Background: an optimization exercise with open tools, aiming at small area and a short achievable clock period. Do not read the settings as production practice.
Only simulation tests tie the RTL to the original design; equivalence was not proved.
Power is estimated from default activity; no workload was simulated.

## the reference run
// chip_link_tx
module chip_link_tx
(
    input  wire                   clk,
    input  wire                   rst_n,
    input  wire [link_pkg::word_width-1:0]  s_tdata,
    input  wire                   s_tvalid,
    output logic                  s_tready,
    output logic                  tik,
    output logic [link_pkg::lane_width-1:0] lane_data,
    output logic                  lane_valid,
    output logic                  lane_par,
    input  wire                   link_ready,
    input  wire                   link_err
);
For scale: roughly 2400 cells after synthesis, ~1100 flip-flops, ~89 I/O pins.
==> module chip_link_tx, before the edit <==
module chip_link_tx
(
    input  wire                   clk,
    input  wire                   rst_n,
    input  wire [link_pkg::word_width-1:0]  s_tdata,
    input  wire                   s_tvalid,
    output logic                  s_tready,
    output logic                  tik,
    output logic [link_pkg::lane_width-1:0] lane_data,
    output logic                  lane_valid,
    output logic                  lane_par,
    input  wire                   link_ready,
    input  wire                   link_err
);
    localparam int RN = 15;    
    logic [63:0] mem [0:RN-1];
    logic [3:0]  wptr, rptr;
    logic [3:0]  rcount;        
    logic        rempty;        
    logic        full;          
    logic [63:0] head;
    logic        hv;            
    logic [63:0] hold;
    logic        st_idle, st_data, st_rwait, st_cmd, st_twait;
    logic [2:0]  lane_cnt;
    logic        tik_flag, end_flag;
    logic        par_q;
    logic        ready_d, ready_2d, err_d, err_2d;
    logic wr, rd, take_head, pop, push;
    logic ready_high, ready_low, err_low;
    logic advance, last_lane, busy, done, dec;
    logic head_cmd;
    assign ready_high = ready_d & ready_2d;
    assign ready_low  = !ready_d & !ready_2d;
    assign err_low    = !err_d & !err_2d;
    assign wr        = s_tvalid & !full;
    assign rd        = st_idle & hv;
    assign take_head = rd | !hv;
    assign pop       = take_head & !rempty;
    assign push      = wr & !(take_head & rempty);
    assign head_cmd  = (head[58:56] == link_pkg::kind_tik);
    assign advance   = st_data & ready_high & err_low;
    assign last_lane = lane_cnt[2];
    assign busy      = tik_flag | end_flag;
    assign done      = (hold[31:0] == 32'd0);
    assign dec       = st_twait;
    logic [63:0] hdata;
    always_comb begin
        hdata = s_tdata & {64{rempty}};
        for (int i = 0; i < RN; i++) hdata = hdata | (mem[i] & {64{!rempty && rptr == 4'(i)}});
    end
    logic [3:0] wptr_inc, rptr_inc;
    assign wptr_inc = (wptr == 4'd14) ? 4'd0 : wptr + 4'd1;
    assign rptr_inc = (rptr == 4'd14) ? 4'd0 : rptr + 4'd1;
    always_ff @(posedge clk or negedge rst_n) begin
        if (!rst_n) begin
            wptr   <= '0;
            rptr   <= '0;
            rcount <= '0;
            rempty <= 1'b1;
            full   <= 1'b0;
            hv     <= 1'b0;
        end else begin
            if (push) wptr <= wptr_inc;
            if (pop)  rptr <= rptr_inc;
            if (push && !pop) begin
                rcount <= rcount + 4'd1;
                rempty <= 1'b0;
                full   <= (rcount == 4'd14);
            end else if (pop && !push) begin
                rcount <= rcount - 4'd1;
                rempty <= (rcount == 4'd1);
                full   <= 1'b0;
            end
            if (take_head) hv <= !rempty | wr;
        end
    end
    always_ff @(posedge clk) begin
        if (push) mem[wptr] <= s_tdata;
    end
    always_ff @(posedge clk) begin
        if (take_head && (!rempty || wr)) head <= hdata;
    end
    always_ff @(posedge clk or negedge rst_n) begin
        if (!rst_n) begin
            ready_d  <= 1'b0;
            ready_2d <= 1'b0;
            err_d    <= 1'b0;
            err_2d   <= 1'b0;
        end else begin
            ready_d  <= link_ready;
            ready_2d <= ready_d;
            err_d    <= link_err;
            err_2d   <= err_d;
        end
    end
    logic n_idle, n_data, n_rwait, n_cmd, n_twait;
    always_comb begin
        n_idle  = (st_idle & !hv) | (st_rwait & ready_low & last_lane) | (st_twait & !busy);
        n_data  = (st_idle & hv & !head_cmd) | (st_data & !ready_high) |
                  (st_rwait & ready_low & !last_lane);
        n_rwait = (st_data & ready_high) | (st_rwait & !ready_low);
        n_cmd   = st_idle & hv & head_cmd;
        n_twait = st_cmd | (st_twait & busy);
    end
    always_ff @(posedge clk or negedge rst_n) begin
        if (!rst_n) begin
            st_idle  <= 1'b1;
            st_data  <= 1'b0;
            st_rwait <= 1'b0;
            st_cmd   <= 1'b0;
            st_twait <= 1'b0;
        end else begin
            st_idle  <= n_idle;
            st_data  <= n_data;
            st_rwait <= n_rwait;
            st_cmd   <= n_cmd;
            st_twait <= n_twait;
        end
    end
    always_ff @(posedge clk or negedge rst_n) begin
        if (!rst_n) begin
            lane_cnt <= '0;
        end else if (st_rwait && ready_low && last_lane) begin
            lane_cnt <= '0;
        end else if (advance) begin
            lane_cnt <= lane_cnt + 3'd1;
        end
    end
    always_ff @(posedge clk or negedge rst_n) begin
        if (!rst_n) begin
            par_q <= 1'b0;
        end else begin
            par_q <= (st_idle & hv & !head_cmd & (^head[63:48])) |
                     (st_data & !ready_high & par_q) |
                     (st_rwait & ready_low & !last_lane & (^hold[63:48]));
        end
    end
    logic [31:0] hold_dec;
    assign hold_dec = hold[31:0] - 32'd1;
    always_ff @(posedge clk) begin
        if (rd) begin
            hold <= head;
        end else if (advance) begin
            hold[63:16] <= hold[47:0];
        end else if (dec) begin
            hold[31:0] <= hold_dec;
        end
    end
    always_ff @(posedge clk or negedge rst_n) begin
        if (!rst_n) begin
            tik_flag <= 1'b0;
            end_flag <= 1'b0;
        end else if (st_cmd) begin
            tik_flag <= !hold[32];
            end_flag <= hold[32];
        end else if (done) begin
            tik_flag <= 1'b0;
            end_flag <= 1'b0;
        end
    end
    assign s_tready   = !full;
    assign tik        = tik_flag;
    assign lane_valid = st_data;
    assign lane_data  = hold[63:48];
    assign lane_par   = par_q;
endmodule
clock: 4.5 ns
lec_check: 0
cap_margin: 20
core_margin: 2
core_utilization: 55
setup_slack_margin: 2.3
slew_margin: 20
run.sh (not shown) runs the stock make flow with config.mk's settings and CLKGATE_MAP_FILE= SYNTH_SCRIPT=/design/flow/synth_recipe.tcl, a recipe that flattens the netlist after the stock synthesis.
The following lists how the trial run was set up differently from the reference run:
-- flow/design.v --
<<< the reference run, line 73
    assign busy      = tik_flag | end_flag;
    assign done      = (hold[31:0] == 32'd0);
    assign dec       = st_twait;
    logic [63:0] hdata;
    always_comb begin
        hdata = s_tdata & {64{rempty}};
        for (int i = 0; i < RN; i++) hdata = hdata | (mem[i] & {64{!rempty && rptr == 4'(i)}});
    end
    logic [3:0] wptr_inc, rptr_inc;
    assign wptr_inc = (wptr == 4'd14) ? 4'd0 : wptr + 4'd1;
>>> the trial run, line 73
    assign busy      = tik_flag | end_flag;
    assign done      = (hold[31:0] == 32'd0);
    assign dec       = busy & !done;
    logic [3:0] wptr_inc, rptr_inc;
    assign wptr_inc = (wptr == 4'd14) ? 4'd0 : wptr + 4'd1;
<<< the reference run, line 109
    end
    always_ff @(posedge clk) begin
        if (take_head && (!rempty || wr)) head <= hdata;
    end
    always_ff @(posedge clk or negedge rst_n) begin
>>> the trial run, line 104
    end
    always_ff @(posedge clk) begin
        if (take_head && (!rempty || wr)) head <= rempty ? s_tdata : mem[rptr];
    end
    always_ff @(posedge clk or negedge rst_n) begin
Findings:
Of the trial run and the reference run, the lower final HPWL from detailed placement belongs to the trial run.
The trial run ended up with a higher starting density of the core than the reference run did.
Via count (lower): the trial run
Against the reference run as the reference, the trial run delivers a lower maximum ir drop on the vdd rail.
Relative to the reference run, proportion of layout cells with a drive suffix above 1 has decreased by 0.70 points in the trial run.
The reference run reports its critical path endpoint as mem[8][38] while the trial run reports mem[4][49].
| first-pass GRT wire length | the trial run vs the reference run | 19% lower |
Between the trial run and the reference run, the depth of the critical timing path with buffers and inverters included is higher for the trial run.

[re-timing with driven ports]
In the flow no input, the clock included, has a driving cell. The finished layouts below were timed again as built, in two steps. Step 1 sets driving cells, clkbuf_16 on the clock port and buf_2 on the other inputs (assumed; they add their load-dependent delay and slew). Step 2, shift: input delay + t, output delay - t, t = (earliest + latest rising clock arrival at the registers) / 2. This alone moves slack from input paths to output paths. a / b / c = ideal ports / drivers / drivers and shift; a / b = the first two.
run | t, ns | setup slack, ns | worst setup path at the end | clock arrival spread, ns
the reference run | 0.774 | 1.730 / 1.730 / 1.199 | input to register | 0.043 / 0.043
the trial run | 0.738 | 2.078 / 2.078 / 1.484 | input to register | 0.034 / 0.035
After both steps setup and hold are still met in every run listed. For the trial run, which loses most, drivers alone change the setup slack by 0.000 ns; drivers and shift together by -0.594 ns.
